Source: an optimization exercise on an open RTL-to-GDS flow (aim: small area). Production flows keep margins and buffers that such runs may drop.
No run shown here included a check of the RTL's function; only the layout flow was run.
Power is estimated from default activity; no workload was simulated.

==> design/flow/design.v <==
package video_frontend_pkg;
    typedef logic [7:0] pixel_t;
    typedef logic [11:0] hcount_t;
    typedef logic [10:0] vcount_t;
    typedef enum logic {
        CSC_BT601 = 1'b0,
        CSC_BT709 = 1'b1
    } csc_std_e;
endpackage
`timescale 1ns/1ps
module sync_timing_decode (
    input  logic        PCLK_i,
    input  logic        rst_n_i,
    input  logic        hs_i,
    input  logic        vs_i,
    input  logic        hsync_pol_i,
    input  logic        vsync_pol_i,
    input  logic [11:0] h_synclen_i,
    input  logic [11:0] h_backporch_i,
    input  logic [11:0] h_active_i,
    input  logic [10:0] v_synclen_i,
    input  logic [10:0] v_backporch_i,
    input  logic [10:0] v_active_i,
    output logic        hsync_o,
    output logic        vsync_o,
    output logic        de_o,
    output logic [10:0] xpos_o,
    output logic [10:0] ypos_o,
    output logic        frame_change_o,
    output logic [10:0] lines_total_o
);
    logic [11:0] h_cnt;
    logic [10:0] v_cnt;
    logic        hs_np_q;
    logic        vs_np_q;
    logic        vs_pending;
    logic [4:0]  hsync_sr;
    logic [4:0]  vsync_sr;
    logic [4:0]  de_sr;
    logic [10:0] xpos_sr [5];
    logic [10:0] ypos_sr [5];
    wire hs_np       = hs_i ^ ~hsync_pol_i;
    wire vs_np       = vs_i ^ ~vsync_pol_i;
    wire line_start  = hs_np_q & ~hs_np;
    wire vs_fall     = vs_np_q & ~vs_np;
    wire frame_start = line_start & vs_pending;
    wire [11:0] h_inc = h_cnt + 12'd1;
    wire [10:0] v_inc = v_cnt + 11'd1;
    wire [11:0] h_start = h_synclen_i + h_backporch_i;
    wire [12:0] h_diff  = {1'b0, h_cnt} - {1'b0, h_start};
    wire [12:0] h_endc  = {1'b0, h_start} + {1'b0, h_active_i};
    wire        h_in    = ~h_diff[12] & ~h_endc[12] & (h_diff[11:0] < h_active_i);
    wire [10:0] v_start = v_synclen_i + v_backporch_i;
    wire [11:0] v_diff  = {1'b0, v_cnt} - {1'b0, v_start};
    wire [11:0] v_endc  = {1'b0, v_start} + {1'b0, v_active_i};
    wire        v_in    = ~v_diff[11] & ~v_endc[11] & (v_diff[10:0] < v_active_i);
    always_ff @(posedge PCLK_i or negedge rst_n_i) begin
        if (!rst_n_i) begin
            hs_np_q        <= 1'b0;
            vs_np_q        <= 1'b0;
            vs_pending     <= 1'b0;
            h_cnt          <= '0;
            v_cnt          <= '0;
            hsync_sr       <= '1;
            vsync_sr       <= '1;
            de_sr          <= '0;
            frame_change_o <= 1'b0;
            lines_total_o  <= '0;
        end else begin
            hs_np_q        <= hs_np;
            vs_np_q        <= vs_np;
            frame_change_o <= frame_start;
            vs_pending     <= vs_fall | (vs_pending & ~frame_start);
            hsync_sr[4:1]  <= hsync_sr[3:0];
            vsync_sr[4:1]  <= vsync_sr[3:0];
            de_sr          <= {de_sr[3:0], h_in & v_in};
            if (line_start) begin
                h_cnt       <= '0;
                hsync_sr[0] <= 1'b0;
                if (vs_pending) begin
                    v_cnt         <= 11'd1;
                    lines_total_o <= v_cnt;
                    vsync_sr[0]   <= 1'b0;
                end else begin
                    v_cnt <= v_inc;
                    if (v_inc == v_synclen_i)
                        vsync_sr[0] <= 1'b1;
                end
            end else begin
                h_cnt <= h_inc;
                if (h_inc == h_synclen_i)
                    hsync_sr[0] <= 1'b1;
            end
        end
    end
    always_ff @(posedge PCLK_i) begin
        xpos_sr[0] <= h_diff[10:0];
        ypos_sr[0] <= v_diff[10:0];
        for (int i = 1; i < 5; i++) begin
            xpos_sr[i] <= xpos_sr[i-1];
            ypos_sr[i] <= ypos_sr[i-1];
        end
    end
    assign hsync_o = hsync_sr[4];
    assign vsync_o = vsync_sr[4];
    assign de_o    = de_sr[4];
    assign xpos_o  = xpos_sr[4];
    assign ypos_o  = ypos_sr[4];
endmodule
`timescale 1ns/1ps
module csc_pre (
    input  logic [7:0]    r,
    input  logic [7:0]    b,
    input  logic          std,
    output logic [2:0] gc
);
    wire g0_lo_w0 = (std ? ~r[2] : ~r[1]) ^ (std & ~r[0]) ^ 1'b1;
    wire g0_lo_w1 = ((std ? ~r[2] : ~r[1]) & (std & ~r[0])) | (1'b1 & ((std ? ~r[2] : ~r[1]) ^ (std & ~r[0])));
    wire g0_lo_w2 = (std ? ~r[3] : ~r[2]) ^ (std ? ~r[1] : ~r[0]) ^ 1'b1;
    wire g0_lo_w3 = ((std ? ~r[3] : ~r[2]) & (std ? ~r[1] : ~r[0])) | (1'b1 & ((std ? ~r[3] : ~r[2]) ^ (std ? ~r[1] : ~r[0])));
    wire g0_lo_w4 = (std ? ~r[4] : ~r[3]) ^ (std ? ~r[2] : ~r[1]) ^ g0_lo_w3;
    wire g0_lo_w5 = ((std ? ~r[4] : ~r[3]) & (std ? ~r[2] : ~r[1])) | (g0_lo_w3 & ((std ? ~r[4] : ~r[3]) ^ (std ? ~r[2] : ~r[1])));
    wire g0_lo_w6 = (std ? ~r[5] : ~r[4]) ^ (std ? ~r[3] : ~r[2]) ^ g0_lo_w5;
    wire g0_lo_w7 = ((std ? ~r[5] : ~r[4]) & (std ? ~r[3] : ~r[2])) | (g0_lo_w5 & ((std ? ~r[5] : ~r[4]) ^ (std ? ~r[3] : ~r[2])));
    wire g0_lo_w8 = ~r[0] ^ (std ? ~r[6] : ~r[5]) ^ (std ? ~r[4] : ~r[3]);
    wire g0_lo_w9 = (~r[0] & (std ? ~r[6] : ~r[5])) | ((std ? ~r[4] : ~r[3]) & (~r[0] ^ (std ? ~r[6] : ~r[5])));
    wire g0_lo_w10 = 1'b1 ^ g0_lo_w7 ^ g0_lo_w8;
    wire g0_lo_w11 = (1'b1 & g0_lo_w7) | (g0_lo_w8 & (1'b1 ^ g0_lo_w7));
    wire g0_lo_w12 = ~r[1] ^ (std ? ~r[7] : ~r[6]) ^ (std ? ~r[5] : ~r[4]);
    wire g0_lo_w13 = (~r[1] & (std ? ~r[7] : ~r[6])) | ((std ? ~r[5] : ~r[4]) & (~r[1] ^ (std ? ~r[7] : ~r[6])));
    wire g0_lo_w14 = std ^ g0_lo_w9 ^ g0_lo_w11;
    wire g0_lo_w15 = (std & g0_lo_w9) | (g0_lo_w11 & (std ^ g0_lo_w9));
    wire g0_lo_w16 = ~r[2] ^ (~std & ~r[7]) ^ (std ? ~r[6] : ~r[5]);
    wire g0_lo_w17 = (~r[2] & (~std & ~r[7])) | ((std ? ~r[6] : ~r[5]) & (~r[2] ^ (~std & ~r[7])));
    wire g0_lo_w18 = 1'b1 ^ g0_lo_w13 ^ g0_lo_w15;
    wire g0_lo_w19 = (1'b1 & g0_lo_w13) | (g0_lo_w15 & (1'b1 ^ g0_lo_w13));
    wire g0_lo_w20 = ~r[3] ^ (std ? ~r[7] : ~r[6]) ^ (~std & r[0]);
    wire g0_lo_w21 = (~r[3] & (std ? ~r[7] : ~r[6])) | ((~std & r[0]) & (~r[3] ^ (std ? ~r[7] : ~r[6])));
    wire g0_lo_w22 = ~std ^ g0_lo_w17 ^ g0_lo_w19;
    wire g0_lo_w23 = (~std & g0_lo_w17) | (g0_lo_w19 & (~std ^ g0_lo_w17));
    wire g0_lo_w24 = ~r[4] ^ r[0] ^ (~std & ~r[7]);
    wire g0_lo_w25 = (~r[4] & r[0]) | ((~std & ~r[7]) & (~r[4] ^ r[0]));
    wire g0_lo_w26 = (~std & r[1]) ^ std ^ g0_lo_w21;
    wire g0_lo_w27 = ((~std & r[1]) & std) | (g0_lo_w21 & ((~std & r[1]) ^ std));
    wire g0_lo_w28 = g0_lo_w23 ^ g0_lo_w24 ^ g0_lo_w26;
    wire g0_lo_w29 = (g0_lo_w23 & g0_lo_w24) | (g0_lo_w26 & (g0_lo_w23 ^ g0_lo_w24));
    wire g0_lo_w30 = g0_lo_w25 ^ g0_lo_w27 ^ g0_lo_w29;
    wire g0_lo_w31 = (g0_lo_w25 & g0_lo_w27) | (g0_lo_w29 & (g0_lo_w25 ^ g0_lo_w27));
    wire [11:0] g0_lo = {1'b0, g0_lo_w31, g0_lo_w30, g0_lo_w28, g0_lo_w20, g0_lo_w16, g0_lo_w12, g0_lo_w10, g0_lo_w6, g0_lo_w4, g0_lo_w1, g0_lo_w0} + {1'b0, 1'b0, 1'b0, 1'b0, g0_lo_w22, g0_lo_w18, g0_lo_w14, 1'b0, 1'b0, 1'b0, g0_lo_w2, 1'b0};
    wire g1_lo_w0 = (std ? ~b[5] : b[7]) ^ (std & ~b[2]) ^ ~std;
    wire g1_lo_w1 = ((std ? ~b[5] : b[7]) & (std & ~b[2])) | (~std & ((std ? ~b[5] : b[7]) ^ (std & ~b[2])));
    wire g1_lo_w2 = (std & ~b[6]) ^ (std & ~b[3]) ^ 1'b1;
    wire g1_lo_w3 = ((std & ~b[6]) & (std & ~b[3])) | (1'b1 & ((std & ~b[6]) ^ (std & ~b[3])));
    wire g1_lo_w4 = (std & ~b[7]) ^ (std & ~b[4]) ^ 1'b1;
    wire g1_lo_w5 = ((std & ~b[7]) & (std & ~b[4])) | (1'b1 & ((std & ~b[7]) ^ (std & ~b[4])));
    wire g1_lo_w6 = (std & ~b[5]) ^ 1'b1 ^ g1_lo_w5;
    wire g1_lo_w7 = ((std & ~b[5]) & 1'b1) | (g1_lo_w5 & ((std & ~b[5]) ^ 1'b1));
    wire g1_lo_w8 = (std ? ~b[6] : b[0]) ^ 1'b1 ^ g1_lo_w7;
    wire g1_lo_w9 = ((std ? ~b[6] : b[0]) & 1'b1) | (g1_lo_w7 & ((std ? ~b[6] : b[0]) ^ 1'b1));
    wire g1_lo_w10 = (std ? ~b[7] : b[1]) ^ (std ? ~b[0] : b[0]) ^ 1'b1;
    wire g1_lo_w11 = ((std ? ~b[7] : b[1]) & (std ? ~b[0] : b[0])) | (1'b1 & ((std ? ~b[7] : b[1]) ^ (std ? ~b[0] : b[0])));
    wire g1_lo_w12 = (~std & b[2]) ^ (std ? ~b[1] : b[1]) ^ 1'b1;
    wire g1_lo_w13 = ((~std & b[2]) & (std ? ~b[1] : b[1])) | (1'b1 & ((~std & b[2]) ^ (std ? ~b[1] : b[1])));
    wire g1_lo_w14 = b[0] ^ (~std & b[3]) ^ (std ? ~b[2] : b[2]);
    wire g1_lo_w15 = (b[0] & (~std & b[3])) | ((std ? ~b[2] : b[2]) & (b[0] ^ (~std & b[3])));
    wire g1_lo_w16 = 1'b1 ^ g1_lo_w13 ^ g1_lo_w14;
    wire g1_lo_w17 = (1'b1 & g1_lo_w13) | (g1_lo_w14 & (1'b1 ^ g1_lo_w13));
    wire g1_lo_w18 = b[1] ^ (~std & b[4]) ^ (std ? ~b[3] : b[3]);
    wire g1_lo_w19 = (b[1] & (~std & b[4])) | ((std ? ~b[3] : b[3]) & (b[1] ^ (~std & b[4])));
    wire g1_lo_w20 = 1'b1 ^ g1_lo_w15 ^ g1_lo_w17;
    wire g1_lo_w21 = (1'b1 & g1_lo_w15) | (g1_lo_w17 & (1'b1 ^ g1_lo_w15));
    wire [11:0] g1_lo = {1'b0, 1'b0, g1_lo_w19, g1_lo_w18, g1_lo_w16, g1_lo_w11, g1_lo_w9, g1_lo_w8, g1_lo_w6, g1_lo_w3, g1_lo_w1, g1_lo_w0} + {1'b0, 1'b0, g1_lo_w21, g1_lo_w20, 1'b0, g1_lo_w12, g1_lo_w10, 1'b0, 1'b0, g1_lo_w4, g1_lo_w2, 1'b0};
    assign gc = 3'(g0_lo[11:9]) + 3'(g1_lo[11:9]) - 3'd0;
endmodule
module csc_comb (
    input  logic [7:0]    r,
    input  logic [7:0]    y,
    input  logic [7:0]    b,
    input  logic          std,
    input  logic [2:0] gc,
    output logic [7:0]    r_o,
    output logic [7:0]    g_o,
    output logic [7:0]    b_o
);
    wire R_sum_w0 = (std ? r[6] : r[3]) ^ (std ? ~r[4] : ~r[0]) ^ 1'b1;
    wire R_sum_w1 = ((std ? r[6] : r[3]) & (std ? ~r[4] : ~r[0])) | (1'b1 & ((std ? r[6] : r[3]) ^ (std ? ~r[4] : ~r[0])));
    wire R_sum_w2 = (std ? r[7] : r[4]) ^ (std ? ~r[5] : ~r[1]) ^ (std & r[0]);
    wire R_sum_w3 = ((std ? r[7] : r[4]) & (std ? ~r[5] : ~r[1])) | ((std & r[0]) & ((std ? r[7] : r[4]) ^ (std ? ~r[5] : ~r[1])));
    wire R_sum_w4 = std ^ R_sum_w1 ^ R_sum_w2;
    wire R_sum_w5 = (std & R_sum_w1) | (R_sum_w2 & (std ^ R_sum_w1));
    wire R_sum_w6 = (~std & r[5]) ^ (std ? ~r[6] : ~r[2]) ^ (std & r[1]);
    wire R_sum_w7 = ((~std & r[5]) & (std ? ~r[6] : ~r[2])) | ((std & r[1]) & ((~std & r[5]) ^ (std ? ~r[6] : ~r[2])));
    wire R_sum_w8 = std ^ R_sum_w3 ^ R_sum_w5;
    wire R_sum_w9 = (std & R_sum_w3) | (R_sum_w5 & (std ^ R_sum_w3));
    wire R_sum_w10 = (~std & r[6]) ^ (std ? ~r[7] : ~r[3]) ^ (std ? r[2] : ~r[0]);
    wire R_sum_w11 = ((~std & r[6]) & (std ? ~r[7] : ~r[3])) | ((std ? r[2] : ~r[0]) & ((~std & r[6]) ^ (std ? ~r[7] : ~r[3])));
    wire R_sum_w12 = ~std ^ R_sum_w7 ^ R_sum_w9;
    wire R_sum_w13 = (~std & R_sum_w7) | (R_sum_w9 & (~std ^ R_sum_w7));
    wire R_sum_w14 = (~std & r[7]) ^ (~std & ~r[4]) ^ (std ? r[3] : ~r[1]);
    wire R_sum_w15 = ((~std & r[7]) & (~std & ~r[4])) | ((std ? r[3] : ~r[1]) & ((~std & r[7]) ^ (~std & ~r[4])));
    wire R_sum_w16 = (std ? r[0] : ~r[0]) ^ std ^ R_sum_w11;
    wire R_sum_w17 = ((std ? r[0] : ~r[0]) & std) | (R_sum_w11 & ((std ? r[0] : ~r[0]) ^ std));
    wire R_sum_w18 = R_sum_w13 ^ R_sum_w14 ^ R_sum_w16;
    wire R_sum_w19 = (R_sum_w13 & R_sum_w14) | (R_sum_w16 & (R_sum_w13 ^ R_sum_w14));
    wire R_sum_w20 = (~std & ~r[5]) ^ (std ? r[4] : ~r[2]) ^ (std ? r[1] : ~r[1]);
    wire R_sum_w21 = ((~std & ~r[5]) & (std ? r[4] : ~r[2])) | ((std ? r[1] : ~r[1]) & ((~std & ~r[5]) ^ (std ? r[4] : ~r[2])));
    wire R_sum_w22 = std ^ R_sum_w15 ^ R_sum_w17;
    wire R_sum_w23 = (std & R_sum_w15) | (R_sum_w17 & (std ^ R_sum_w15));
    wire R_sum_w24 = R_sum_w19 ^ R_sum_w20 ^ R_sum_w22;
    wire R_sum_w25 = (R_sum_w19 & R_sum_w20) | (R_sum_w22 & (R_sum_w19 ^ R_sum_w20));
    wire R_sum_w26 = (~std & ~r[6]) ^ (std ? r[5] : ~r[3]) ^ (std ? r[2] : ~r[2]);
    wire R_sum_w27 = ((~std & ~r[6]) & (std ? r[5] : ~r[3])) | ((std ? r[2] : ~r[2]) & ((~std & ~r[6]) ^ (std ? r[5] : ~r[3])));
    wire R_sum_w28 = std ^ R_sum_w21 ^ R_sum_w23;
    wire R_sum_w29 = (std & R_sum_w21) | (R_sum_w23 & (std ^ R_sum_w21));
    wire R_sum_w30 = R_sum_w25 ^ R_sum_w26 ^ R_sum_w28;
    wire R_sum_w31 = (R_sum_w25 & R_sum_w26) | (R_sum_w28 & (R_sum_w25 ^ R_sum_w26));
    wire R_sum_w32 = r[0] ^ (~std & ~r[7]) ^ (std ? r[6] : ~r[4]);
    wire R_sum_w33 = (r[0] & (~std & ~r[7])) | ((std ? r[6] : ~r[4]) & (r[0] ^ (~std & ~r[7])));
    wire R_sum_w34 = (std ? r[3] : ~r[3]) ^ 1'b1 ^ R_sum_w27;
    wire R_sum_w35 = ((std ? r[3] : ~r[3]) & 1'b1) | (R_sum_w27 & ((std ? r[3] : ~r[3]) ^ 1'b1));
    wire R_sum_w36 = R_sum_w29 ^ R_sum_w31 ^ R_sum_w32;
    wire R_sum_w37 = (R_sum_w29 & R_sum_w31) | (R_sum_w32 & (R_sum_w29 ^ R_sum_w31));
    wire R_sum_w38 = y[0] ^ r[1] ^ r[0];
    wire R_sum_w39 = (y[0] & r[1]) | (r[0] & (y[0] ^ r[1]));
    wire R_sum_w40 = (std ? r[7] : ~r[5]) ^ (std ? r[4] : ~r[4]) ^ ~std;
    wire R_sum_w41 = ((std ? r[7] : ~r[5]) & (std ? r[4] : ~r[4])) | (~std & ((std ? r[7] : ~r[5]) ^ (std ? r[4] : ~r[4])));
    wire R_sum_w42 = R_sum_w33 ^ R_sum_w35 ^ R_sum_w37;
    wire R_sum_w43 = (R_sum_w33 & R_sum_w35) | (R_sum_w37 & (R_sum_w33 ^ R_sum_w35));
    wire R_sum_w44 = R_sum_w38 ^ R_sum_w40 ^ R_sum_w42;
    wire R_sum_w45 = (R_sum_w38 & R_sum_w40) | (R_sum_w42 & (R_sum_w38 ^ R_sum_w40));
    wire R_sum_w46 = y[1] ^ r[2] ^ r[1];
    wire R_sum_w47 = (y[1] & r[2]) | (r[1] & (y[1] ^ r[2]));
    wire R_sum_w48 = (~std & ~r[6]) ^ (std ? r[5] : ~r[5]) ^ 1'b1;
    wire R_sum_w49 = ((~std & ~r[6]) & (std ? r[5] : ~r[5])) | (1'b1 & ((~std & ~r[6]) ^ (std ? r[5] : ~r[5])));
    wire R_sum_w50 = R_sum_w39 ^ R_sum_w41 ^ R_sum_w43;
    wire R_sum_w51 = (R_sum_w39 & R_sum_w41) | (R_sum_w43 & (R_sum_w39 ^ R_sum_w41));
    wire R_sum_w52 = R_sum_w45 ^ R_sum_w46 ^ R_sum_w48;
    wire R_sum_w53 = (R_sum_w45 & R_sum_w46) | (R_sum_w48 & (R_sum_w45 ^ R_sum_w46));
    wire R_sum_w54 = y[2] ^ r[3] ^ r[2];
    wire R_sum_w55 = (y[2] & r[3]) | (r[2] & (y[2] ^ r[3]));
    wire R_sum_w56 = (~std & ~r[7]) ^ (std ? r[6] : ~r[6]) ^ std;
    wire R_sum_w57 = ((~std & ~r[7]) & (std ? r[6] : ~r[6])) | (std & ((~std & ~r[7]) ^ (std ? r[6] : ~r[6])));
    wire R_sum_w58 = R_sum_w47 ^ R_sum_w49 ^ R_sum_w51;
    wire R_sum_w59 = (R_sum_w47 & R_sum_w49) | (R_sum_w51 & (R_sum_w47 ^ R_sum_w49));
    wire R_sum_w60 = R_sum_w53 ^ R_sum_w54 ^ R_sum_w56;
    wire R_sum_w61 = (R_sum_w53 & R_sum_w54) | (R_sum_w56 & (R_sum_w53 ^ R_sum_w54));
    wire R_sum_w62 = y[3] ^ r[4] ^ r[3];
    wire R_sum_w63 = (y[3] & r[4]) | (r[3] & (y[3] ^ r[4]));
    wire R_sum_w64 = (std ? r[7] : ~r[7]) ^ R_sum_w55 ^ R_sum_w57;
    wire R_sum_w65 = ((std ? r[7] : ~r[7]) & R_sum_w55) | (R_sum_w57 & ((std ? r[7] : ~r[7]) ^ R_sum_w55));
    wire R_sum_w66 = R_sum_w59 ^ R_sum_w61 ^ R_sum_w62;
    wire R_sum_w67 = (R_sum_w59 & R_sum_w61) | (R_sum_w62 & (R_sum_w59 ^ R_sum_w61));
    wire R_sum_w68 = y[4] ^ r[5] ^ r[4];
    wire R_sum_w69 = (y[4] & r[5]) | (r[4] & (y[4] ^ r[5]));
    wire R_sum_w70 = 1'b1 ^ R_sum_w63 ^ R_sum_w65;
    wire R_sum_w71 = (1'b1 & R_sum_w63) | (R_sum_w65 & (1'b1 ^ R_sum_w63));
    wire R_sum_w72 = R_sum_w67 ^ R_sum_w68 ^ R_sum_w70;
    wire R_sum_w73 = (R_sum_w67 & R_sum_w68) | (R_sum_w70 & (R_sum_w67 ^ R_sum_w68));
    wire R_sum_w74 = y[5] ^ r[6] ^ r[5];
    wire R_sum_w75 = (y[5] & r[6]) | (r[5] & (y[5] ^ r[6]));
    wire R_sum_w76 = 1'b1 ^ R_sum_w69 ^ R_sum_w71;
    wire R_sum_w77 = (1'b1 & R_sum_w69) | (R_sum_w71 & (1'b1 ^ R_sum_w69));
    wire R_sum_w78 = R_sum_w73 ^ R_sum_w74 ^ R_sum_w76;
    wire R_sum_w79 = (R_sum_w73 & R_sum_w74) | (R_sum_w76 & (R_sum_w73 ^ R_sum_w74));
    wire R_sum_w80 = y[6] ^ r[7] ^ r[6];
    wire R_sum_w81 = (y[6] & r[7]) | (r[6] & (y[6] ^ r[7]));
    wire R_sum_w82 = R_sum_w75 ^ R_sum_w77 ^ R_sum_w79;
    wire R_sum_w83 = (R_sum_w75 & R_sum_w77) | (R_sum_w79 & (R_sum_w75 ^ R_sum_w77));
    wire R_sum_w84 = y[7] ^ r[7] ^ R_sum_w81;
    wire R_sum_w85 = (y[7] & r[7]) | (R_sum_w81 & (y[7] ^ r[7]));
    wire [23:0] R_sum = {1'b1, 1'b1, R_sum_w83, R_sum_w80, R_sum_w78, R_sum_w72, R_sum_w64, R_sum_w58, R_sum_w50, R_sum_w44, R_sum_w34, R_sum_w30, R_sum_w24, R_sum_w18, R_sum_w10, R_sum_w6, R_sum_w4, R_sum_w0, 1'b0, 1'b0, 1'b0, 1'b0, 1'b0, 1'b0} + {1'b0, R_sum_w85, R_sum_w84, R_sum_w82, 1'b0, 1'b0, R_sum_w66, R_sum_w60, R_sum_w52, 1'b0, R_sum_w36, 1'b0, 1'b0, 1'b0, R_sum_w12, R_sum_w8, 1'b0, 1'b0, 1'b0, 1'b0, 1'b0, 1'b0, 1'b0, 1'b0};
    wire [9:0] R_s = R_sum[23:14];
    wire G_sum_w0 = y[0] ^ r[5] ^ ~r[1];
    wire G_sum_w1 = (y[0] & r[5]) | (~r[1] & (y[0] ^ r[5]));
    wire G_sum_w2 = (~std & ~r[2]) ^ ~b[2] ^ (~std & ~b[5]);
    wire G_sum_w3 = ((~std & ~r[2]) & ~b[2]) | ((~std & ~b[5]) & ((~std & ~r[2]) ^ ~b[2]));
    wire G_sum_w4 = (std ? b[4] : ~b[4]) ^ ~gc[0] ^ 1'b1;
    wire G_sum_w5 = ((std ? b[4] : ~b[4]) & ~gc[0]) | (1'b1 & ((std ? b[4] : ~b[4]) ^ ~gc[0]));
    wire G_sum_w6 = G_sum_w0 ^ G_sum_w2 ^ G_sum_w4;
    wire G_sum_w7 = (G_sum_w0 & G_sum_w2) | (G_sum_w4 & (G_sum_w0 ^ G_sum_w2));
    wire G_sum_w8 = y[1] ^ r[6] ^ ~r[2];
    wire G_sum_w9 = (y[1] & r[6]) | (~r[2] & (y[1] ^ r[6]));
    wire G_sum_w10 = (~std & ~r[3]) ^ ~b[3] ^ (~std & ~b[6]);
    wire G_sum_w11 = ((~std & ~r[3]) & ~b[3]) | ((~std & ~b[6]) & ((~std & ~r[3]) ^ ~b[3]));
    wire G_sum_w12 = (std ? b[5] : ~b[5]) ^ ~gc[1] ^ std;
    wire G_sum_w13 = ((std ? b[5] : ~b[5]) & ~gc[1]) | (std & ((std ? b[5] : ~b[5]) ^ ~gc[1]));
    wire G_sum_w14 = G_sum_w1 ^ G_sum_w3 ^ G_sum_w5;
    wire G_sum_w15 = (G_sum_w1 & G_sum_w3) | (G_sum_w5 & (G_sum_w1 ^ G_sum_w3));
    wire G_sum_w16 = G_sum_w7 ^ G_sum_w8 ^ G_sum_w10;
    wire G_sum_w17 = (G_sum_w7 & G_sum_w8) | (G_sum_w10 & (G_sum_w7 ^ G_sum_w8));
    wire G_sum_w18 = G_sum_w12 ^ G_sum_w14 ^ G_sum_w16;
    wire G_sum_w19 = (G_sum_w12 & G_sum_w14) | (G_sum_w16 & (G_sum_w12 ^ G_sum_w14));
    wire G_sum_w20 = y[2] ^ r[7] ^ ~r[3];
    wire G_sum_w21 = (y[2] & r[7]) | (~r[3] & (y[2] ^ r[7]));
    wire G_sum_w22 = (~std & ~r[4]) ^ ~b[4] ^ (~std & ~b[7]);
    wire G_sum_w23 = ((~std & ~r[4]) & ~b[4]) | ((~std & ~b[7]) & ((~std & ~r[4]) ^ ~b[4]));
    wire G_sum_w24 = (std ? b[6] : ~b[6]) ^ ~gc[2] ^ G_sum_w9;
    wire G_sum_w25 = ((std ? b[6] : ~b[6]) & ~gc[2]) | (G_sum_w9 & ((std ? b[6] : ~b[6]) ^ ~gc[2]));
    wire G_sum_w26 = G_sum_w11 ^ G_sum_w13 ^ G_sum_w15;
    wire G_sum_w27 = (G_sum_w11 & G_sum_w13) | (G_sum_w15 & (G_sum_w11 ^ G_sum_w13));
    wire G_sum_w28 = G_sum_w17 ^ G_sum_w19 ^ G_sum_w20;
    wire G_sum_w29 = (G_sum_w17 & G_sum_w19) | (G_sum_w20 & (G_sum_w17 ^ G_sum_w19));
    wire G_sum_w30 = G_sum_w22 ^ G_sum_w24 ^ G_sum_w26;
    wire G_sum_w31 = (G_sum_w22 & G_sum_w24) | (G_sum_w26 & (G_sum_w22 ^ G_sum_w24));
    wire G_sum_w32 = y[3] ^ ~r[4] ^ (~std & ~r[5]);
    wire G_sum_w33 = (y[3] & ~r[4]) | ((~std & ~r[5]) & (y[3] ^ ~r[4]));
    wire G_sum_w34 = ~b[5] ^ (std ? b[7] : ~b[7]) ^ G_sum_w21;
    wire G_sum_w35 = (~b[5] & (std ? b[7] : ~b[7])) | (G_sum_w21 & (~b[5] ^ (std ? b[7] : ~b[7])));
    wire G_sum_w36 = G_sum_w23 ^ G_sum_w25 ^ G_sum_w27;
    wire G_sum_w37 = (G_sum_w23 & G_sum_w25) | (G_sum_w27 & (G_sum_w23 ^ G_sum_w25));
    wire G_sum_w38 = G_sum_w29 ^ G_sum_w31 ^ G_sum_w32;
    wire G_sum_w39 = (G_sum_w29 & G_sum_w31) | (G_sum_w32 & (G_sum_w29 ^ G_sum_w31));
    wire G_sum_w40 = G_sum_w34 ^ G_sum_w36 ^ G_sum_w38;
    wire G_sum_w41 = (G_sum_w34 & G_sum_w36) | (G_sum_w38 & (G_sum_w34 ^ G_sum_w36));
    wire G_sum_w42 = y[4] ^ ~r[5] ^ (~std & ~r[6]);
    wire G_sum_w43 = (y[4] & ~r[5]) | ((~std & ~r[6]) & (y[4] ^ ~r[5]));
    wire G_sum_w44 = ~b[6] ^ 1'b1 ^ G_sum_w33;
    wire G_sum_w45 = (~b[6] & 1'b1) | (G_sum_w33 & (~b[6] ^ 1'b1));
    wire G_sum_w46 = G_sum_w35 ^ G_sum_w37 ^ G_sum_w39;
    wire G_sum_w47 = (G_sum_w35 & G_sum_w37) | (G_sum_w39 & (G_sum_w35 ^ G_sum_w37));
    wire G_sum_w48 = G_sum_w41 ^ G_sum_w42 ^ G_sum_w44;
    wire G_sum_w49 = (G_sum_w41 & G_sum_w42) | (G_sum_w44 & (G_sum_w41 ^ G_sum_w42));
    wire G_sum_w50 = y[5] ^ ~r[6] ^ (~std & ~r[7]);
    wire G_sum_w51 = (y[5] & ~r[6]) | ((~std & ~r[7]) & (y[5] ^ ~r[6]));
    wire G_sum_w52 = ~b[7] ^ ~std ^ G_sum_w43;
    wire G_sum_w53 = (~b[7] & ~std) | (G_sum_w43 & (~b[7] ^ ~std));
    wire G_sum_w54 = G_sum_w45 ^ G_sum_w47 ^ G_sum_w49;
    wire G_sum_w55 = (G_sum_w45 & G_sum_w47) | (G_sum_w49 & (G_sum_w45 ^ G_sum_w47));
    wire G_sum_w56 = G_sum_w50 ^ G_sum_w52 ^ G_sum_w54;
    wire G_sum_w57 = (G_sum_w50 & G_sum_w52) | (G_sum_w54 & (G_sum_w50 ^ G_sum_w52));
    wire G_sum_w58 = y[6] ^ ~r[7] ^ ~std;
    wire G_sum_w59 = (y[6] & ~r[7]) | (~std & (y[6] ^ ~r[7]));
    wire G_sum_w60 = G_sum_w51 ^ G_sum_w53 ^ G_sum_w55;
    wire G_sum_w61 = (G_sum_w51 & G_sum_w53) | (G_sum_w55 & (G_sum_w51 ^ G_sum_w53));
    wire G_sum_w62 = G_sum_w57 ^ G_sum_w58 ^ G_sum_w60;
    wire G_sum_w63 = (G_sum_w57 & G_sum_w58) | (G_sum_w60 & (G_sum_w57 ^ G_sum_w58));
    wire G_sum_w64 = y[7] ^ std ^ G_sum_w59;
    wire G_sum_w65 = (y[7] & std) | (G_sum_w59 & (y[7] ^ std));
    wire G_sum_w66 = G_sum_w61 ^ G_sum_w63 ^ G_sum_w64;
    wire G_sum_w67 = (G_sum_w61 & G_sum_w63) | (G_sum_w64 & (G_sum_w61 ^ G_sum_w63));
    wire G_sum_w68 = 1'b1 ^ G_sum_w65 ^ G_sum_w67;
    wire G_sum_w69 = (1'b1 & G_sum_w65) | (G_sum_w67 & (1'b1 ^ G_sum_w65));
    wire [9:0] G_sum = {1'b1, G_sum_w68, G_sum_w66, G_sum_w62, G_sum_w56, G_sum_w46, G_sum_w40, G_sum_w28, G_sum_w18, G_sum_w6} + {G_sum_w69, 1'b0, 1'b0, 1'b0, 1'b0, G_sum_w48, 1'b0, G_sum_w30, 1'b0, 1'b0};
    wire [9:0] G_s = G_sum;
    wire B_sum_w0 = (std ? b[5] : ~b[3]) ^ (std & ~b[0]) ^ 1'b1;
    wire B_sum_w1 = ((std ? b[5] : ~b[3]) & (std & ~b[0])) | (1'b1 & ((std ? b[5] : ~b[3]) ^ (std & ~b[0])));
    wire B_sum_w2 = (std ? b[6] : ~b[4]) ^ (std ? ~b[1] : b[0]) ^ B_sum_w1;
    wire B_sum_w3 = ((std ? b[6] : ~b[4]) & (std ? ~b[1] : b[0])) | (B_sum_w1 & ((std ? b[6] : ~b[4]) ^ (std ? ~b[1] : b[0])));
    wire B_sum_w4 = (std ? b[7] : ~b[5]) ^ (std ? ~b[2] : b[1]) ^ (std ? ~b[0] : b[0]);
    wire B_sum_w5 = ((std ? b[7] : ~b[5]) & (std ? ~b[2] : b[1])) | ((std ? ~b[0] : b[0]) & ((std ? b[7] : ~b[5]) ^ (std ? ~b[2] : b[1])));
    wire B_sum_w6 = (~std & ~b[6]) ^ (std ? ~b[3] : b[2]) ^ (std ? ~b[1] : b[1]);
    wire B_sum_w7 = ((~std & ~b[6]) & (std ? ~b[3] : b[2])) | ((std ? ~b[1] : b[1]) & ((~std & ~b[6]) ^ (std ? ~b[3] : b[2])));
    wire B_sum_w8 = (~std & ~b[7]) ^ (std ? ~b[4] : b[3]) ^ (std ? ~b[2] : b[2]);
    wire B_sum_w9 = ((~std & ~b[7]) & (std ? ~b[4] : b[3])) | ((std ? ~b[2] : b[2]) & ((~std & ~b[7]) ^ (std ? ~b[4] : b[3])));
    wire B_sum_w10 = ~std ^ B_sum_w7 ^ B_sum_w8;
    wire B_sum_w11 = (~std & B_sum_w7) | (B_sum_w8 & (~std ^ B_sum_w7));
    wire B_sum_w12 = (std ? ~b[5] : b[4]) ^ (std ? ~b[3] : b[3]) ^ (std & ~b[0]);
    wire B_sum_w13 = ((std ? ~b[5] : b[4]) & (std ? ~b[3] : b[3])) | ((std & ~b[0]) & ((std ? ~b[5] : b[4]) ^ (std ? ~b[3] : b[3])));
    wire B_sum_w14 = 1'b1 ^ B_sum_w9 ^ B_sum_w11;
    wire B_sum_w15 = (1'b1 & B_sum_w9) | (B_sum_w11 & (1'b1 ^ B_sum_w9));
    wire B_sum_w16 = (std ? ~b[6] : b[5]) ^ (std ? ~b[4] : b[4]) ^ (std ? ~b[1] : ~b[0]);
    wire B_sum_w17 = ((std ? ~b[6] : b[5]) & (std ? ~b[4] : b[4])) | ((std ? ~b[1] : ~b[0]) & ((std ? ~b[6] : b[5]) ^ (std ? ~b[4] : b[4])));
    wire B_sum_w18 = B_sum_w13 ^ B_sum_w15 ^ B_sum_w16;
    wire B_sum_w19 = (B_sum_w13 & B_sum_w15) | (B_sum_w16 & (B_sum_w13 ^ B_sum_w15));
    wire B_sum_w20 = (std ? ~b[7] : b[6]) ^ (std ? ~b[5] : b[5]) ^ (std ? ~b[2] : ~b[1]);
    wire B_sum_w21 = ((std ? ~b[7] : b[6]) & (std ? ~b[5] : b[5])) | ((std ? ~b[2] : ~b[1]) & ((std ? ~b[7] : b[6]) ^ (std ? ~b[5] : b[5])));
    wire B_sum_w22 = std ^ B_sum_w17 ^ B_sum_w19;
    wire B_sum_w23 = (std & B_sum_w17) | (B_sum_w19 & (std ^ B_sum_w17));
    wire B_sum_w24 = y[0] ^ (~std & b[7]) ^ (std ? ~b[6] : b[6]);
    wire B_sum_w25 = (y[0] & (~std & b[7])) | ((std ? ~b[6] : b[6]) & (y[0] ^ (~std & b[7])));
    wire B_sum_w26 = (std ? ~b[3] : ~b[2]) ^ 1'b1 ^ B_sum_w21;
    wire B_sum_w27 = ((std ? ~b[3] : ~b[2]) & 1'b1) | (B_sum_w21 & ((std ? ~b[3] : ~b[2]) ^ 1'b1));
    wire B_sum_w28 = B_sum_w23 ^ B_sum_w24 ^ B_sum_w26;
    wire B_sum_w29 = (B_sum_w23 & B_sum_w24) | (B_sum_w26 & (B_sum_w23 ^ B_sum_w24));
    wire B_sum_w30 = y[1] ^ b[0] ^ (std ? ~b[7] : b[7]);
    wire B_sum_w31 = (y[1] & b[0]) | ((std ? ~b[7] : b[7]) & (y[1] ^ b[0]));
    wire B_sum_w32 = (std ? ~b[4] : ~b[3]) ^ B_sum_w25 ^ B_sum_w27;
    wire B_sum_w33 = ((std ? ~b[4] : ~b[3]) & B_sum_w25) | (B_sum_w27 & ((std ? ~b[4] : ~b[3]) ^ B_sum_w25));
    wire B_sum_w34 = B_sum_w29 ^ B_sum_w30 ^ B_sum_w32;
    wire B_sum_w35 = (B_sum_w29 & B_sum_w30) | (B_sum_w32 & (B_sum_w29 ^ B_sum_w30));
    wire B_sum_w36 = y[2] ^ b[1] ^ (std ? ~b[5] : ~b[4]);
    wire B_sum_w37 = (y[2] & b[1]) | ((std ? ~b[5] : ~b[4]) & (y[2] ^ b[1]));
    wire B_sum_w38 = 1'b1 ^ B_sum_w31 ^ B_sum_w33;
    wire B_sum_w39 = (1'b1 & B_sum_w31) | (B_sum_w33 & (1'b1 ^ B_sum_w31));
    wire B_sum_w40 = B_sum_w35 ^ B_sum_w36 ^ B_sum_w38;
    wire B_sum_w41 = (B_sum_w35 & B_sum_w36) | (B_sum_w38 & (B_sum_w35 ^ B_sum_w36));
    wire B_sum_w42 = y[3] ^ b[2] ^ (std ? ~b[6] : ~b[5]);
    wire B_sum_w43 = (y[3] & b[2]) | ((std ? ~b[6] : ~b[5]) & (y[3] ^ b[2]));
    wire B_sum_w44 = 1'b1 ^ B_sum_w37 ^ B_sum_w39;
    wire B_sum_w45 = (1'b1 & B_sum_w37) | (B_sum_w39 & (1'b1 ^ B_sum_w37));
    wire B_sum_w46 = B_sum_w41 ^ B_sum_w42 ^ B_sum_w44;
    wire B_sum_w47 = (B_sum_w41 & B_sum_w42) | (B_sum_w44 & (B_sum_w41 ^ B_sum_w42));
    wire B_sum_w48 = y[4] ^ b[3] ^ (std ? ~b[7] : ~b[6]);
    wire B_sum_w49 = (y[4] & b[3]) | ((std ? ~b[7] : ~b[6]) & (y[4] ^ b[3]));
    wire B_sum_w50 = ~std ^ B_sum_w43 ^ B_sum_w45;
    wire B_sum_w51 = (~std & B_sum_w43) | (B_sum_w45 & (~std ^ B_sum_w43));
    wire B_sum_w52 = B_sum_w47 ^ B_sum_w48 ^ B_sum_w50;
    wire B_sum_w53 = (B_sum_w47 & B_sum_w48) | (B_sum_w50 & (B_sum_w47 ^ B_sum_w48));
    wire B_sum_w54 = y[5] ^ b[4] ^ (~std & ~b[7]);
    wire B_sum_w55 = (y[5] & b[4]) | ((~std & ~b[7]) & (y[5] ^ b[4]));
    wire B_sum_w56 = std ^ B_sum_w49 ^ B_sum_w51;
    wire B_sum_w57 = (std & B_sum_w49) | (B_sum_w51 & (std ^ B_sum_w49));
    wire B_sum_w58 = B_sum_w53 ^ B_sum_w54 ^ B_sum_w56;
    wire B_sum_w59 = (B_sum_w53 & B_sum_w54) | (B_sum_w56 & (B_sum_w53 ^ B_sum_w54));
    wire B_sum_w60 = y[6] ^ b[5] ^ 1'b1;
    wire B_sum_w61 = (y[6] & b[5]) | (1'b1 & (y[6] ^ b[5]));
    wire B_sum_w62 = B_sum_w55 ^ B_sum_w57 ^ B_sum_w59;
    wire B_sum_w63 = (B_sum_w55 & B_sum_w57) | (B_sum_w59 & (B_sum_w55 ^ B_sum_w57));
    wire B_sum_w64 = y[7] ^ b[6] ^ 1'b1;
    wire B_sum_w65 = (y[7] & b[6]) | (1'b1 & (y[7] ^ b[6]));
    wire B_sum_w66 = B_sum_w61 ^ B_sum_w63 ^ B_sum_w64;
    wire B_sum_w67 = (B_sum_w61 & B_sum_w63) | (B_sum_w64 & (B_sum_w61 ^ B_sum_w63));
    wire B_sum_w68 = b[7] ^ B_sum_w65 ^ B_sum_w67;
    wire B_sum_w69 = (b[7] & B_sum_w65) | (B_sum_w67 & (b[7] ^ B_sum_w65));
    wire [22:0] B_sum = {1'b1, B_sum_w68, B_sum_w66, B_sum_w60, B_sum_w58, B_sum_w52, B_sum_w46, B_sum_w40, B_sum_w34, B_sum_w28, B_sum_w20, B_sum_w18, B_sum_w12, B_sum_w10, B_sum_w5, B_sum_w3, B_sum_w2, B_sum_w0, 1'b0, 1'b0, 1'b0, 1'b0, 1'b0} + {B_sum_w69, 1'b0, 1'b0, B_sum_w62, 1'b0, 1'b0, 1'b0, 1'b0, 1'b0, 1'b0, B_sum_w22, 1'b0, B_sum_w14, 1'b0, B_sum_w6, B_sum_w4, 1'b0, 1'b0, 1'b0, 1'b0, 1'b0, 1'b0, 1'b0};
    wire [9:0] B_s = B_sum[22:13];
    function automatic logic [7:0] clamp_sum(input logic [9:0] s);
        if (s[9])
            clamp_sum = 8'h00;
        else if (s[8])
            clamp_sum = 8'hFF;
        else
            clamp_sum = s[7:0];
    endfunction
    assign r_o = clamp_sum(R_s);
    assign g_o = clamp_sum(G_s);
    assign b_o = clamp_sum(B_s);
endmodule
module csc_execute (
    input  logic       PCLK_i,
    input  logic [7:0] r_i,
    input  logic [7:0] g_i,
    input  logic [7:0] b_i,
    input  logic       csc_enable_i,
    input  logic       csc_std_i,
    output logic [7:0] r_o,
    output logic [7:0] g_o,
    output logic [7:0] b_o
);
    logic [7:0]    r_s1, g_s1, b_s1;
    logic          en_s1, std_s1;
    logic [2:0] gc, gc_s1;
    logic [7:0]    r_c, g_c, b_c;
    logic [23:0]   px_sr [4];
    csc_pre csc_pre_inst (
        .r(r_i), .b(b_i), .std(csc_std_i), .gc(gc)
    );
    csc_comb csc_comb_inst (
        .r(r_s1), .y(g_s1), .b(b_s1), .std(std_s1), .gc(gc_s1),
        .r_o(r_c), .g_o(g_c), .b_o(b_c)
    );
    always_ff @(posedge PCLK_i) begin
        {r_s1, g_s1, b_s1, en_s1, std_s1, gc_s1} <= {r_i, g_i, b_i, csc_enable_i, csc_std_i, gc};
        px_sr[0] <= en_s1 ? {r_c, g_c, b_c} : {r_s1, g_s1, b_s1};
        for (int i = 1; i < 4; i++)
            px_sr[i] <= px_sr[i-1];
    end
    assign {r_o, g_o, b_o} = px_sr[3];
endmodule
`timescale 1ns/1ps
module video_frontend (
    input  logic         PCLK_i,
    input  logic         rst_n_i,
    input  logic [7:0]   r_i,
    input  logic [7:0]   g_i,
    input  logic [7:0]   b_i,
    input  logic         hs_i,
    input  logic         vs_i,
    input  logic         hsync_pol_i,
    input  logic         vsync_pol_i,
    input  logic         csc_enable_i,
    input  logic         csc_std_i,
    input  logic [11:0]  h_total_i,
    input  logic [11:0]  h_active_i,
    input  logic [11:0]  h_synclen_i,
    input  logic [11:0]  h_backporch_i,
    input  logic [10:0]  v_active_i,
    input  logic [10:0]  v_synclen_i,
    input  logic [10:0]  v_backporch_i,
    output logic [7:0]   r_o,
    output logic [7:0]   g_o,
    output logic [7:0]   b_o,
    output logic         hsync_o,
    output logic         vsync_o,
    output logic         de_o,
    output logic [10:0]  xpos_o,
    output logic [10:0]  ypos_o,
    output logic [10:0]  lines_total_o,
    output logic         frame_change_o
);
    sync_timing_decode sync_timing_decode_inst (
        .PCLK_i         (PCLK_i),
        .rst_n_i        (rst_n_i),
        .hs_i           (hs_i),
        .vs_i           (vs_i),
        .hsync_pol_i    (hsync_pol_i),
        .vsync_pol_i    (vsync_pol_i),
        .h_synclen_i    (h_synclen_i),
        .h_backporch_i  (h_backporch_i),
        .h_active_i     (h_active_i),
        .v_synclen_i    (v_synclen_i),
        .v_backporch_i  (v_backporch_i),
        .v_active_i     (v_active_i),
        .hsync_o        (hsync_o),
        .vsync_o        (vsync_o),
        .de_o           (de_o),
        .xpos_o         (xpos_o),
        .ypos_o         (ypos_o),
        .frame_change_o (frame_change_o),
        .lines_total_o  (lines_total_o)
    );
    csc_execute csc_execute_inst (
        .PCLK_i       (PCLK_i),
        .r_i          (r_i),
        .g_i          (g_i),
        .b_i          (b_i),
        .csc_enable_i (csc_enable_i),
        .csc_std_i    (csc_std_i),
        .r_o          (r_o),
        .g_o          (g_o),
        .b_o          (b_o)
    );
endmodule
==> design/flow/flow/run.sh <==
#!/bin/bash
# The standard layout (the standard.sh: standard synthesis, floorplan, power grid,
# placement, CTS, routing) with two changes: the port buffers are the smallest buffer
# cell, and clock tree synthesis uses its own buffer list and sink clusters, without
# dummy loads. Each tool's output is in orfs/logs, make's in make.log.
set -euo pipefail
bash standard.sh \
  "BUFFER_PORTS_ARGS=-buffer_cell sky130_fd_sc_hd__buf_1" \
  "CTS_ARGS=-sink_clustering_enable -repair_clock_nets -dont_use_dummy_load -buf_list sky130_fd_sc_hd__clkbuf_16 -sink_clustering_size 30 -sink_clustering_max_diameter 80" \
  finish > make.log 2>&1
==> design/flow/standard.sh <==
#!/bin/bash
# synth_recipe.tcl (not shown) runs the flow's synth.tcl, then flattens the netlist and writes it again
# the make line also repeats each setting of config.mk as NAME=value (left out here)
make -C /OpenROAD-flow-scripts/flow DESIGN_CONFIG=/design/flow/config.mk WORK_HOME=/design/flow/orfs CLKGATE_MAP_FILE= SYNTH_SCRIPT=/design/flow/synth_recipe.tcl "${@:-finish}"
==> design/flow/config.mk <==
export PLATFORM = sky130hd
export DESIGN_NAME = video_frontend
export DESIGN_NICKNAME = video_frontend
export VERILOG_FILES = /design/flow/design.v
export SDC_FILE = /design/flow/constraint.sdc
export NUM_CORES = 4
export LEC_CHECK = 0
export CAP_MARGIN = 20
export CORE_MARGIN = 2
export CORE_UTILIZATION = 40
export SLEW_MARGIN = 20
==> design/flow/constraint.sdc <==
create_clock -name core_clock -period 6.0 [get_ports {PCLK_i}]
set_input_delay 1.2000 -clock core_clock [delete_from_list [all_inputs] [get_ports {PCLK_i}]]
set_output_delay 1.2000 -clock core_clock [all_outputs]
set_load 0.01 [all_outputs]
==> results.json, run 1 <==
{
  "synth_warnings": 6,
  "synth_compound_area_share_pct": 10.61,
  "first_iter_violations": 321,
  "crit_path_start_kind": "register",
  "clkPwrFrac_pct": 15.0,
  "first_pass_iters": 7,
  "fin_crit_ps": 7330,
  "die_height_um": 199.4,
  "synthToLayoutAreaGrowth_pct": 20.03,
  "netlist_area_um2": 15280,
  "rrSetupSlack_ps": -1330,
  "power_uw": 7222,
  "synthMuxAreaShare_pct": 1.589,
  "r2r_cells": 33,
  "stdcell_count": 2238,
  "reg2reg_from": "csc_execute_inst.std_s1$_DFF_P_",
  "grt_pass1_vias": 10830,
  "cp_max_fo": 7,
  "dpl.cell_count": 2209,
  "internal-power_uw": 4678,
  "die_area_um2": 39780,
  "avgRoutedWirePerCell_um": 14.47,
  "power_switching_share_pct": 35.23,
  "antenna_found_initial": 3,
  "place_hpwl_um": 26450,
  "track_usage_pct": 16.75,
  "switchingPower_uw": 2544,
  "ys_top_cells_by_area": "dfxtp_1, fa_1, ha_1, dfrtp_1, inv_1",
  "tightest_slew_ps": 902.0,
  "drv_cap": 0,
  "synth_cells": 1440,
  "rsz0062_at_grt": "true",
  "power_leakage_uw": 0.008422,
  "row_count": 71,
  "startpoint": "csc_execute_inst.std_s1$_DFF_P_",
  "synth.net_count": 1822,
  "cpPeakStageDelay_ps": 550,
  "synth_adder_area_share_pct": 27.43,
  "finalSetupViolCount": 24,
  "htreeDepth": 1,
  "cts_root_buf": "clkbuf_16",
  "yosysTopAreaCell": "dfxtp_1",
  "critPathSlowestCell": "fa_2",
  "worstPathArrival_ps": 7680,
  "cts_sinks": 288,
  "check.faults": "negative setup slack",
  "cp_data_required_time_ps": 6350,
  "synth_top_area_share_pct": 30.79,
  "powerDensity_nw_per_um2": 393.8,
  "hold_viol": 0,
  "ios": 174,
  "grt_pass1_wl_um": 53360,
  "endpoint": "csc_execute_inst.px_sr[0][16]$_DFF_P_",
  "ant_nets": 0,
  "grt_max_degree": 54,
  "criticalPathCategory": "reg2reg",
  "fin_nets": 2109,
  "via_per_inst": 4.714,
  "sequentialPowerShare_pct": 39.2,
  "grt_overflow": 0,
  "synthArstFlopShare_pct": 18.40,
  "maxSlewHeadroom_pct": 39.51,
  "port_buffers": 161,
  "ctsLongestPathBuffers": 3,
  "status": "finished with violations",
  "synth_seq_cells": 288,
  "fin_skew_ps": 39.10,
  "drive_above_1_share_pct": 16.58,
  "yosys_most_used_dff": "dfxtp_1",
  "synth-edff-count": 0,
  "ir_drop_uv": 236.6,
  "cts.reportedPaths.clkPinSlew_ps": 100,
  "syn_area_per_cell_um2": 10.61,
  "hp-class": "reg2reg",
  "gp_congestion": 0.8649,
  "rr_endpoint": "csc_execute_inst.px_sr[0][16]$_DFF_P_",
  "finalCritPeriodShare_pct": 122.2,
  "max_clock_freq_mhz": 136.4,
  "numCtsBuffers": 17,
  "synth-simple-area-share_pct": 8.238,
  "combPwrFrac_pct": 45.8,
  "drt_wl_total_um": 32390,
  "slew_violations": 0,
  "cts_tree": "done",
  "endpoint_kind": "register",
  "hold_buffers": 0,
  "yosys.area_share.xor_xnor_pct": 6.248,
  "synth_top_family_by_area": "adder cells",
  "route.vias.total": 10550,
  "seq_area_frac_synth_pct": 39.55,
  "core_um2": 37670,
  "drc": 0,
  "initial_core_util_pct": 40.57,
  "dieWidth_um": 199.4,
  "clock_latency_ps": 530,
  "worst_slack_ps": -1330,
  "synth_cell_types": 75,
  "final_common_cell": "dfxtp_1",
  "cp_common_cell": "fa_2",
  "layout_common_cells": "dfxtp_1, inv_1, buf_1"
}
cell usage after synthesis, drive strengths merged, types with 15 or more instances:
library cell / number
inv: 239
nor2b: 17
nor3: 18
xnor2: 68
o22ai: 18
nand3: 22
dfxtp: 235
xor2: 41
nand2: 61
ha: 159
a21o: 15
dfrtp: 43
nor2: 65
fa: 110
a21oi: 56
o21ai: 70
sequential cells by signal, summed over array words and instances, names as in the netlist:
signal / cells
csc_execute_inst.b_s1: 8
csc_execute_inst.en_s1: 1
csc_execute_inst.g_s1: 8
csc_execute_inst.gc_s1: 3
csc_execute_inst.px_sr: 96
csc_execute_inst.r_s1: 8
csc_execute_inst.std_s1: 1
sync_timing_decode_inst.de_sr: 5
sync_timing_decode_inst.frame_change_o: 1
sync_timing_decode_inst.h_cnt: 12
sync_timing_decode_inst.hs_np_q: 1
sync_timing_decode_inst.hsync_sr: 5
sync_timing_decode_inst.lines_total_o: 11
sync_timing_decode_inst.v_cnt: 11
sync_timing_decode_inst.vs_np_q: 1
sync_timing_decode_inst.vs_pending: 1
sync_timing_decode_inst.vsync_sr: 5
sync_timing_decode_inst.xpos_sr: 55
sync_timing_decode_inst.ypos_sr: 55
critical path, delay by kind of cell, from the launching register on:
| family | cells | cell delay [ps] |
|---|---|---|
| AND/OR/NAND/NOR | 2 | 200 |
| AO/OA/AOI/OAI | 6 | 900 |
| buffers and inverters | 9 | 480 |
| flip-flops | 1 | 400 |
| adder cells (fa/ha/maj) | 16 | 5200 |
cell families after synthesis:
logic type | after synthesis
buf+inv | 257
mux | 23
simple gates | 248
fa+ha+maj | 269
compound gates | 246
xor+xnor | 109
flops | 288
power by group through the flow:
stage,logic (uW),clock network (uW),registers [uW]
final,3300,1090,2830
after global placement,3010,0,2860
after detailed placement,3080,0,2890
after floorplan,2060,0,2890
after CTS,3160,1140,2840
after global routing,3760,1200,2910
how the worst min path moves through the flow:
stage	startpoint	to	slack (ps)	cells past startpoint
3_3_place_gp	csc_execute_inst.px_sr[1][1]$_DFF_P_	csc_execute_inst.px_sr[2][1]$_DFF_P_	310	0
3_5_place_dp	csc_execute_inst.px_sr[0][7]$_DFF_P_	csc_execute_inst.px_sr[1][7]$_DFF_P_	310	0
4_1_cts	sync_timing_decode_inst.xpos_sr[3][6]$_DFF_P_	sync_timing_decode_inst.xpos_sr[4][6]$_DFF_P_	290	0
2_1_floorplan	csc_execute_inst.px_sr[0][0]$_DFF_P_	csc_execute_inst.px_sr[1][0]$_DFF_P_	310	0
6_report	sync_timing_decode_inst.xpos_sr[3][6]$_DFF_P_	sync_timing_decode_inst.xpos_sr[4][6]$_DFF_P_	290	0
5_1_grt	csc_execute_inst.px_sr[1][19]$_DFF_P_	csc_execute_inst.px_sr[2][19]$_DFF_P_	290	0
routing by layer:
metal	vias up	global-route usage [%]	part of all wire, %
met4	2	4.527	2.7
li1	5314	-	-
met2	184	28.91	48
met5	-	0	0.034
met1	5001	21.57	45
met3	48	3.021	4.5
cell type report:
class / count / area (um2)
antenna: 2 / 5.005
clock buffer: 17 / 425.4
fill: 3544 / 19330
inverter: 239 / 904.6
multi-input combinational: 895 / 8690
sequential: 288 / 6047
tap: 511 / 639.4
timing repair buffer: 286 / 1629
stage by stage:
step                setup WS, ps  TNS (ps)  util (%)  hold slack [ps]  cell area (um2)
global route               -1603    -31420     48.68            291.6            18340
detailed placement         -1484    -29300     46.40            312.1            17480
global placement           -1291    -26690     46.40            309.7            17480
CTS                        -1377    -24890     48.02            289.8            18090
finish                     -1330    -25570     48.69            290.2            18340
floorplan                  -1296    -23280         -            309.6            15510
what timing repair did:
item | in CTS | in global routing
cloned | 1 | 0
endpoints found under the hold margin | 0 | 0
setup endpoints to repair | 24 | 25
pin swaps | 25 | 11
resized for setup | 28 | 49
buffers inserted | 6 | 3
==> run 2, diff against run 1 <==
--- a/design/flow/flow/run.sh
+++ b/design/flow/flow/run.sh
@@ -7,4 +7,4 @@
 bash standard.sh \
   "BUFFER_PORTS_ARGS=-buffer_cell sky130_fd_sc_hd__buf_1" \
-  "CTS_ARGS=-sink_clustering_enable -repair_clock_nets -dont_use_dummy_load -buf_list sky130_fd_sc_hd__clkbuf_16 -sink_clustering_size 30 -sink_clustering_max_diameter 80" \
+  "CTS_ARGS=-sink_clustering_enable -repair_clock_nets -dont_use_dummy_load -buf_list sky130_fd_sc_hd__clkbuf_8 -sink_clustering_size 16 -sink_clustering_max_diameter 60" \
   finish > make.log 2>&1
==> run 2 against run 1 <==
  * Worst setup slack got worse by 6.1 ps
  * Count of clock-buffer cells in the layout increased by 9
  * Combinational power decreased by 1%
  * Power decreased by 2.2%
  * Routed wire length about the same
  * Die area unchanged
  * Critical endpoint unchanged
  * Sequential power about the same
  * Still fails the layout checks on negative setup slack
  * Register-to-register slack about the same
==> results.json, run 2 <==
{
  "powerDensity_nw_per_um2": 388.0,
  "largest_reg_flops": 96,
  "synth_top_area_share_pct": 30.79,
  "met1_length_um": 14520,
  "avgRoutedWirePerCell_um": 14.43,
  "clock_latency_ps": 590,
  "track_usage_pct": 16.86,
  "final_common_cell": "dfxtp_1",
  "place_hpwl_um": 26450,
  "yosysMostFrequentCell": "inv_1",
  "layout_common_cells": "dfxtp_1, inv_1, buf_1",
  "synth-edff-count": 0,
  "hold_buffers": 0,
  "ant_nets": 0,
  "die_height_um": 199.4,
  "die_area_um2": 39780,
  "first_pass_iters": 4,
  "route.vias.total": 10580,
  "netlist_area_um2": 15280,
  "port_buffers": 161,
  "top_layer_used": "met5",
  "r2r_cells": 33,
  "synth_seq_cells": 288,
  "switchingPower_uw": 2524,
  "drc": 0,
  "antenna_found_initial": 3,
  "numCtsBuffers": 26,
  "grt_max_degree": 54,
  "fin_crit_ps": 7336,
  "row_count": 71,
  "check.faults": "negative setup slack",
  "power_switching_share_pct": 35.75,
  "synth_cells": 1440,
  "cp_data_required_time_ps": 6440,
  "worst_slack_ps": -1336,
  "hold_viol": 0,
  "dieWidth_um": 199.4,
  "cts_root_buf": "clkbuf_8",
  "critPathSlowestCell": "fa_2",
  "criticalPathCategory": "reg2reg",
  "initial_core_util_pct": 40.57,
  "slew_violations": 0,
  "combPwrFrac_pct": 46.2,
  "sequentialPowerShare_pct": 40.1,
  "rrSetupSlack_ps": -1340,
  "fin_nets": 2116,
  "crit_path_start_kind": "register",
  "drive_above_1_share_pct": 16.69,
  "synth_cell_types": 75,
  "pre_cts_slack_ps": -1484,
  "worstPathArrival_ps": 7770,
  "reg2reg_from": "csc_execute_inst.std_s1$_DFF_P_",
  "min_from": "sync_timing_decode_inst.ypos_sr[0][4]$_DFF_P_",
  "hp-class": "reg2reg",
  "top_regs": "csc_execute_inst.px_sr: 96 flops, sync_timing_decode_inst.xpos_sr: 55 flops, sync_timing_decode_inst.ypos_sr: 55 flops",
  "drv_cap": 0,
  "rr_endpoint": "csc_execute_inst.px_sr[0][16]$_DFF_P_",
  "synthTopCellsByCount": "inv_1, dfxtp_1, ha_1, fa_1, xnor2_1",
  "largest-register": "csc_execute_inst.px_sr",
  "ys_top_cells_by_area": "dfxtp_1, fa_1, ha_1, dfrtp_1, inv_1",
  "cts.reportedPaths.clkPinSlew_ps": 80,
  "clkPwrFrac_pct": 13.7,
  "internal-power_uw": 4536,
  "fillers": 3574,
  "tightest_slew_ps": 787.8,
  "yosys_most_used_dff": "dfxtp_1",
  "via_per_inst": 4.710,
  "core_um2": 37670,
  "endpoint_kind": "register",
  "finalCritPeriodShare_pct": 122.3,
  "max_clock_freq_mhz": 136.3,
  "wl_met3_um": 1523,
  "tns_ps": -24430,
  "synthToLayoutAreaGrowth_pct": 19.09,
  "ctsLongestPathBuffers": 3,
  "grt_overflow": 0,
  "grt_pass1_wl_um": 53620,
  "seq_area_frac_synth_pct": 39.55,
  "status": "finished with violations",
  "wl_met2_um": 15490,
  "cp_common_cell": "fa_2",
  "ios": 174,
  "ir_drop_uv": 224.2,
  "yosysTopAreaCell": "dfxtp_1",
  "finalSetupViolCount": 24,
  "power_uw": 7060,
  "htreeDepth": 1,
  "fin_skew_ps": 45.12,
  "drt_wl_total_um": 32390,
  "maxSlewHeadroom_pct": 47.16,
  "first_iter_violations": 361,
  "synthArstFlopShare_pct": 18.40,
  "cp_max_fo": 7,
  "gp_congestion": 0.8649,
  "power_leakage_uw": 0.008378,
  "synth.net_count": 1822,
  "cpPeakStageDelay_ps": 540,
  "grt_pass1_vias": 10890,
  "rsz0062_at_grt": "true",
  "hold_path_end": "sync_timing_decode_inst.ypos_sr[1][4]$_DFF_P_",
  "synth_warnings": 6,
  "cts_tree": "done",
  "cts_sinks": 288,
  "hold_depth": 0,
  "syn_area_per_cell_um2": 10.61
}
-- run 2: cell count changes in the layout (fill, tap and decap cells not counted), sizes merged --
cell    previous run  this run
clkbuf            18        27
buf              284       282
-- run 2: routing by layer --
layer | track usage, % | up-vias
li1 | - | 5338
met1 | 21.70 | 4993
met2 | 28.92 | 192
met3 | 3.089 | 50
met4 | 4.911 | 2
met5 | 0 | -
-- run 2: worst max path at each step --
stage                                                from                                     to  slack (ps)  cells past startpoint
after floorplan           csc_execute_inst.std_s1$_DFF_P_  csc_execute_inst.px_sr[0][16]$_DFF_P_       -1300                     34
after global placement    csc_execute_inst.std_s1$_DFF_P_  csc_execute_inst.px_sr[0][22]$_DFF_P_       -1290                     33
after detailed placement  csc_execute_inst.std_s1$_DFF_P_  csc_execute_inst.px_sr[0][16]$_DFF_P_       -1480                     34
after CTS                 csc_execute_inst.std_s1$_DFF_P_  csc_execute_inst.px_sr[0][21]$_DFF_P_       -1350                     33
after global routing      csc_execute_inst.std_s1$_DFF_P_  csc_execute_inst.px_sr[0][21]$_DFF_P_       -1610                     33
final                     csc_execute_inst.std_s1$_DFF_P_  csc_execute_inst.px_sr[0][16]$_DFF_P_       -1340                     33
-- run 2: cell type report --
cell class / instances / area [um2] / area share [%]
repair buffers: 284 / 1602 / 8.802
diodes: 2 / 5.005 / 0.02750
flip-flops and latches: 288 / 6047 / 33.23
well taps: 511 / 639.4 / 3.514
clock buffers: 26 / 357.8 / 1.967
multi-input cells: 895 / 8641 / 47.49
inverters: 239 / 904.6 / 4.971
-- run 2: critical path, delay by kind of cell (launching register included) --
kind            cells  cell delay [ps]
flops               1              400
compound gates      6              930
simple gates        2              200
buf+inv             9              480
fa+ha+maj          16             5200
-- run 2: power groups by stage --
stage                     clock network (uW)  logic [uW]  registers (uW)
after floorplan                            0        2060            2890
after global placement                     0        3010            2860
after detailed placement                   0        3080            2890
after CTS                               1030        3160            2840
after global routing                    1100        3730            2910
final                                    964        3260            2830
-- run 2: metrics by stage --
step                cell area (um2)  utilization (%)  hold slack, ps  std cells
CTS                           18020            47.84           281.5       2242
global placement              17480            46.40           309.7       2209
global route                  18190            48.30           293.6       2244
detailed placement            17480            46.40           312.1       2209
floorplan                     15510                -           309.6       1440
finish                        18200            48.31           292.5       2245
-- run 2: what timing repair did --
item,in CTS,in global routing
buffers inserted,6,1
pin swaps,24,9
setup endpoints to repair,24,25
gates resized for setup,28,39
gates cloned,1,0
-- run 2: logic make-up after synthesis --
family          Yosys count  share of synthesized area [%]
flops                   288                          39.55
compound gates          246                          10.61
buf+inv                 257                          6.330
simple gates            248                          8.238
mux                      23                          1.589
fa+ha+maj               269                          27.43
xor+xnor                109                          6.248

[port drivers added, routing unchanged]
Ports are ideal in the flow. The routed layouts listed here were re-timed in OpenROAD. Step 1, drivers: a clkbuf_16 drives PCLK_i and a buf_2 each remaining input, both assumed. Step 2 also shifts input and output timing later by t, the mid clock arrival at the registers, as if the neighbouring blocks saw the same clock. Slacks: ideal / step 1 / step 2; pairs: ideal / step 1.
run	shift t [ns]	setup WS [ns]	worst hold slack (ns)	slew at the worst register clock pin (ns)
run 1	0.553	-1.330 / -1.330 / -1.330	0.290 / 0.290 / 0.290	0.10 / 0.10
run 2	0.615	-1.336 / -1.336 / -1.336	0.293 / 0.293 / 0.293	0.10 / 0.10
